This design comes from an exercise in tuning for small area, a short achievable clock period and few clock cycles on the open sky130 flow, not from production work. At most, simulation tests tie the RTL to the original design; equivalence was not proved. Power and IR drop assume default switching activity.

== before ==
// flac_metadata_header_parser
module flac_metadata_header_parser
(
  input  logic              clk,
  input  logic              rst,
  input  logic              psel,
  input  logic              penable,
  input  logic              pwrite,
  input  logic [ADDR_W-1:0] paddr,
  input  logic [31:0]       pwdata,
  output logic [31:0]       prdata,
  output logic              pready,
  input  logic              in_valid,
  output logic              in_stall,
  input  logic [7:0]        data_byte,
  input  logic              end_of_file,
  input  logic              restart,
  output logic              out_valid,
  input  logic              out_stall,
  output logic [2:0]        status,
  output logic [19:0]       sample_rate,
  output logic [3:0]        channel_count,
  output logic [5:0]        bits_per_sample,
  output logic [15:0]       min_block_size,
  output logic [15:0]       max_block_size,
  output logic [23:0]       min_frame_size,
  output logic [23:0]       max_frame_size,
  output logic [31:0]       total_samples,
  output logic [31:0]       metadata_length,
  output logic [31:0]       bitrate_kbps
);
For scale: roughly 360 flip-flops, about 300 I/O pins.
clock: 10.0 ns
lec_check: 0
cap_margin: 20
core_margin: 2
core_utilization: 40
slew_margin: 20
standard.sh (not shown) runs the stock make flow with config.mk's settings and CLKGATE_MAP_FILE= SYNTH_SCRIPT=/design/flow/synth_recipe.tcl, a recipe that flattens the netlist after the stock synthesis.
==> flow/flow/run.sh <==
#!/bin/bash
set -uo pipefail
export BUFFER_PORTS_ARGS="-buffer_cell sky130_fd_sc_hd__buf_1"
bash standard.sh SETUP_SLACK_MARGIN=6 finish > make.log 2>&1
Per the final summary, before finished and its layout is clean on timing, DRC and antenna.
Testbench counts of before, summed over its fixed seeds: cycles 41,852.
> inputs changed (before -> after)
==> flow/flow/run.sh <==
#!/bin/bash
set -uo pipefail
export BUFFER_PORTS_ARGS="-buffer_cell sky130_fd_sc_hd__buf_1"
bash standard.sh SETUP_SLACK_MARGIN=5.5 finish > make.log 2>&1
Notes after the runs:
- after falls short of before in setup clock skew after layout.
- Final core utilization (higher): before
- Internal power delta (before -> after): insignificant
- after against before: wire length of the first global-routing pass decreased about 1.5%; final net count decreased about 0.34%.
- Compared with before, in after reported net switching power did not really move, clock group share of total power shows no meaningful change, number of buffer and inverter instances along the worst setup path now larger, required time at the worst-slack endpoint now sits at about the same level.

========
R:
Another version of the RTL of flac_metadata_header_parser (not shown whole).
Size in the first run: ~2300 cells after synthesis, ~300 I/O pins, ~0.026 mm^2 of cells after synthesis.
Design flac_metadata_header_parser, start of the top module:
module flac_metadata_header_parser
(
  input  logic              clk,
  input  logic              rst,
  input  logic              psel,
  input  logic              penable,
  input  logic              pwrite,
  input  logic [ADDR_W-1:0] paddr,
  input  logic [31:0]       pwdata,
  output logic [31:0]       prdata,
  output logic              pready,
  input  logic              in_valid,
  output logic              in_stall,
  input  logic [7:0]        data_byte,
  input  logic              end_of_file,
  input  logic              restart,
  output logic              out_valid,
  input  logic              out_stall,
  output logic [2:0]        status,
  output logic [19:0]       sample_rate,
  output logic [3:0]        channel_count,
  output logic [5:0]        bits_per_sample,
  output logic [15:0]       min_block_size,
  output logic [15:0]       max_block_size,
  output logic [23:0]       min_frame_size,
  output logic [23:0]       max_frame_size,
  output logic [31:0]       total_samples,
  output logic [31:0]       metadata_length,
  output logic [31:0]       bitrate_kbps
);
  localparam logic [1:0] PH_MARKER = 2'd0;
  localparam logic [1:0] PH_HEADER = 2'd1;
  localparam logic [1:0] PH_BODY = 2'd2;
  localparam logic [1:0] PH_DONE = 2'd3;
  localparam logic [1:0] DV_IDLE = 2'd0;
  localparam logic [1:0] DV_DIV1 = 2'd1;
  localparam logic [1:0] DV_DIV2 = 2'd2;
  logic [31:0] file_size;
  logic [1:0]  phase;
  logic [1:0]  idx;           
  logic [23:0] cnt;           
  logic        blk_last;
  logic        blk_info;
  logic        seen;
  logic [31:0] meta;
  logic [4:0]  capn;          
  logic [7:0]  info [INFO_BYTES];
  logic        meta_upd;      
  logic        blk_chk;       
  logic        clr_done;      
  logic        pend;          
  logic [2:0]  pstat;
  logic [1:0]  dstate;
  logic [4:0]  step;
  logic [25:0] rem;
  logic [6:0]  rem125;
  logic [25:0] secs;
  logic        big;
  logic        secs_ok;
  logic [25:0] quo;
  logic        bit_q;         
  logic        abit_q;        
  logic        kz;            
  assign pready = 1'b1;
  assign prdata = paddr[2] ? 32'd0 : file_size;
  logic ok_p;
  logic snap_free;
  logic handoff;
  logic acc;
  assign ok_p = (pstat == ST_OK);
  assign snap_free = !out_valid && (dstate != DV_DIV2);
  ...
Settings: LEC_CHECK=0, CAP_MARGIN=20, CORE_MARGIN=2, CORE_UTILIZATION=40, SLEW_MARGIN=20; clock period 10.0 ns.
==> flow/flow/run.sh <==
#!/bin/bash
set -uo pipefail
export BUFFER_PORTS_ARGS="-buffer_cell sky130_fd_sc_hd__buf_1"
bash standard.sh SETUP_SLACK_MARGIN=5.5 finish > make.log 2>&1
Testbench counts of R, summed over its fixed seeds: cycles 37,000.
Input-level comparison between S and R:
==> flow/flow/run.sh <==
#!/bin/bash
set -uo pipefail
export BUFFER_PORTS_ARGS="-buffer_cell sky130_fd_sc_hd__buf_1"
bash standard.sh SETUP_SLACK_MARGIN=5 finish > make.log 2>&1
[summary]
- For the hold slack, S came in 36 ps higher than R did.
- The largest net degree at the start of global routing number comes out lower for R vs S.
- Share of total power in combinational logic ended up 0.5 points lower on S than on R.
- From R to S the numbers moved as follows: final setup slack of the worst path went down by 250 ps; global-route usage essentially unchanged; leakage component of the power shrank by 3.0%; fmax has decreased.
- R vs S, top routing layer in use: met5 vs met4

========
run Y:
flac_metadata_header_parser, a different RTL version from the one above (not shown whole).
For scale: about 2500 cells after synthesis, roughly 520 flip-flops, roughly 300 I/O pins, roughly 27000 um2 of cells after synthesis.
Design flac_metadata_header_parser, start of the top module:
module flac_metadata_header_parser
(
  input  logic              clk,
  input  logic              rst,
  input  logic              psel,
  input  logic              penable,
  input  logic              pwrite,
  input  logic [ADDR_W-1:0] paddr,
  input  logic [31:0]       pwdata,
  output logic [31:0]       prdata,
  output logic              pready,
  input  logic              in_valid,
  output logic              in_stall,
  input  logic [7:0]        data_byte,
  input  logic              end_of_file,
  input  logic              restart,
  output logic              out_valid,
  input  logic              out_stall,
  output logic [2:0]        status,
  output logic [19:0]       sample_rate,
  output logic [3:0]        channel_count,
  output logic [5:0]        bits_per_sample,
  output logic [15:0]       min_block_size,
  output logic [15:0]       max_block_size,
  output logic [23:0]       min_frame_size,
  output logic [23:0]       max_frame_size,
  output logic [31:0]       total_samples,
  output logic [31:0]       metadata_length,
  output logic [31:0]       bitrate_kbps
);
  localparam logic [1:0] PH_MARKER = 2'd0;
  localparam logic [1:0] PH_HEADER = 2'd1;
  localparam logic [1:0] PH_BODY = 2'd2;
  ...
Settings: LEC_CHECK=0, CAP_MARGIN=20, CORE_MARGIN=2, CORE_UTILIZATION=40, SLEW_MARGIN=20; clock period 10.0 ns.
==> flow/flow/run.sh <==
#!/bin/bash
set -uo pipefail
export BUFFER_PORTS_ARGS="-buffer_cell sky130_fd_sc_hd__buf_1"
bash standard.sh SETUP_SLACK_MARGIN=6 finish > make.log 2>&1
#### Input delta (run C over run Y)
==> flow/flow/run.sh <==
#!/bin/bash
set -uo pipefail
export BUFFER_PORTS_ARGS="-buffer_cell sky130_fd_sc_hd__buf_1"
bash standard.sh SETUP_SLACK_MARGIN=5 finish > make.log 2>&1
==> notes.md <==
Relative to run Y, maximum clock skew at final layout decreased by 0.0097 ns in run C.
Setup slack after layout for run C is lower than for run Y.
Cmp run C vs run Y: amount of wire on met3 after detailed routing higher in run C
Re sequential share of layout area: run C and run Y aren't equal, and the lower value belongs to run Y.
Re H-tree depth reported by CTS: no difference whatsoever between run Y and run C.
Going from run Y to run C, portion of total power attributed to combinational logic shrinks by 1.1 points.
Power across run C and run Y: no real change.
Final clock period utilization by the worst path in run C is 2.6 points higher than in run Y
Max via count across run C and run Y: run Y
Function was not checked in any run of this note: the RTL went through the layout flow alone.

========
## the previous run
flac_metadata_header_parser, a different RTL version from the one above (not shown whole).
Size: roughly 2600 cells after synthesis, about 300 I/O pins, roughly 28000 sq um of cells after synthesis.
export LEC_CHECK = 0
export CAP_MARGIN = 20
export CORE_MARGIN = 2
export CORE_UTILIZATION = 40
export SLEW_MARGIN = 20
create_clock -name core_clock -period 10.0 [get_ports {clk}]
==> flow/flow/run.sh <==
#!/bin/bash
set -uo pipefail
export BUFFER_PORTS_ARGS="-buffer_cell sky130_fd_sc_hd__buf_1"
bash standard.sh SETUP_SLACK_MARGIN=4.5 finish > make.log 2>&1
Testbench counts of the previous run, summed over its fixed seeds: cycles 37,000.
Changes in the current run relative to the previous run:
==> flow/flow/run.sh <==
#!/bin/bash
set -uo pipefail
export BUFFER_PORTS_ARGS="-buffer_cell sky130_fd_sc_hd__buf_1"
bash standard.sh SETUP_SLACK_MARGIN=5 finish > make.log 2>&1
==> comparison <==
Diff the current run..the previous run | proportion of power drawn by the clock network | negligible. Worst hold margin in the current run is 19 ps above the previous run. Of the previous run and the current run, the higher final worst-path setup slack belongs to the current run. The previous run and the current run all finish clean. Changes observed in the current run relative to the previous run: worst slack after detailed placement went down by 34 ps, final weighted congestion in routability-driven placement down 2.7%, aggregate global-route resource usage about even. As far as portion of total power attributed to combinational logic is concerned, the current run and the previous run perform about the same. The previous run has lower cell depth of the worst hold path than the current run. Summary — count of plain and timing-repair buffers, the current run relative to the previous run: higher, by 1.6%. Taking the previous run as the reference, in the current run met2 wire length now smaller, routed wire length ~0 delta.

[re-timing with driven ports]
Ports are ideal in the flow. The routed layouts listed here were re-timed in OpenROAD.
Step 1: set_driving_cell puts a clkbuf_16 on clk and a buf_2 on each other input, an assumption about the parent block.
Step 2 times the ports against the registers' clock, not the clock port: input delays grow and output delays shrink by t, the midpoint of the rising clock arrivals with the driver on.
a / b / c = ideal ports / drivers / drivers and shift; a / b = the first two.
run | shift t [ns] | setup slack, ns | hold slack, ns | worst register clock-pin slew, ns
before | 0.619 | 4.648 / 4.648 / 4.648 | 0.469 / 0.469 / 0.469 | 0.07 / 0.07
after | 0.625 | 4.559 / 4.559 / 4.559 | 0.465 / 0.465 / 0.465 | 0.07 / 0.07
R | 0.688 | 5.409 / 5.346 / 5.089 | 0.375 / 0.375 / 0.375 | 0.07 / 0.07
S | 0.680 | 5.158 / 5.099 / 5.091 | 0.412 / 0.412 / 0.412 | 0.07 / 0.07
run Y | 0.681 | 5.371 / 5.349 / 5.068 | 0.474 / 0.474 / 0.474 | 0.07 / 0.07
run C | 0.672 | 5.111 / 5.050 / 4.506 | 0.467 / 0.467 / 0.467 | 0.07 / 0.07
the previous run | 0.683 | 4.733 / 4.745 / 4.077 | 0.457 / 0.457 / 0.457 | 0.07 / 0.07
the current run | 0.689 | 5.169 / 5.169 / 4.542 | 0.476 / 0.476 / 0.476 | 0.07 / 0.07
After both steps setup and hold are still met in every run listed. For the previous run, which loses most, drivers alone change the setup slack by +0.012 ns; drivers and shift together by -0.656 ns.
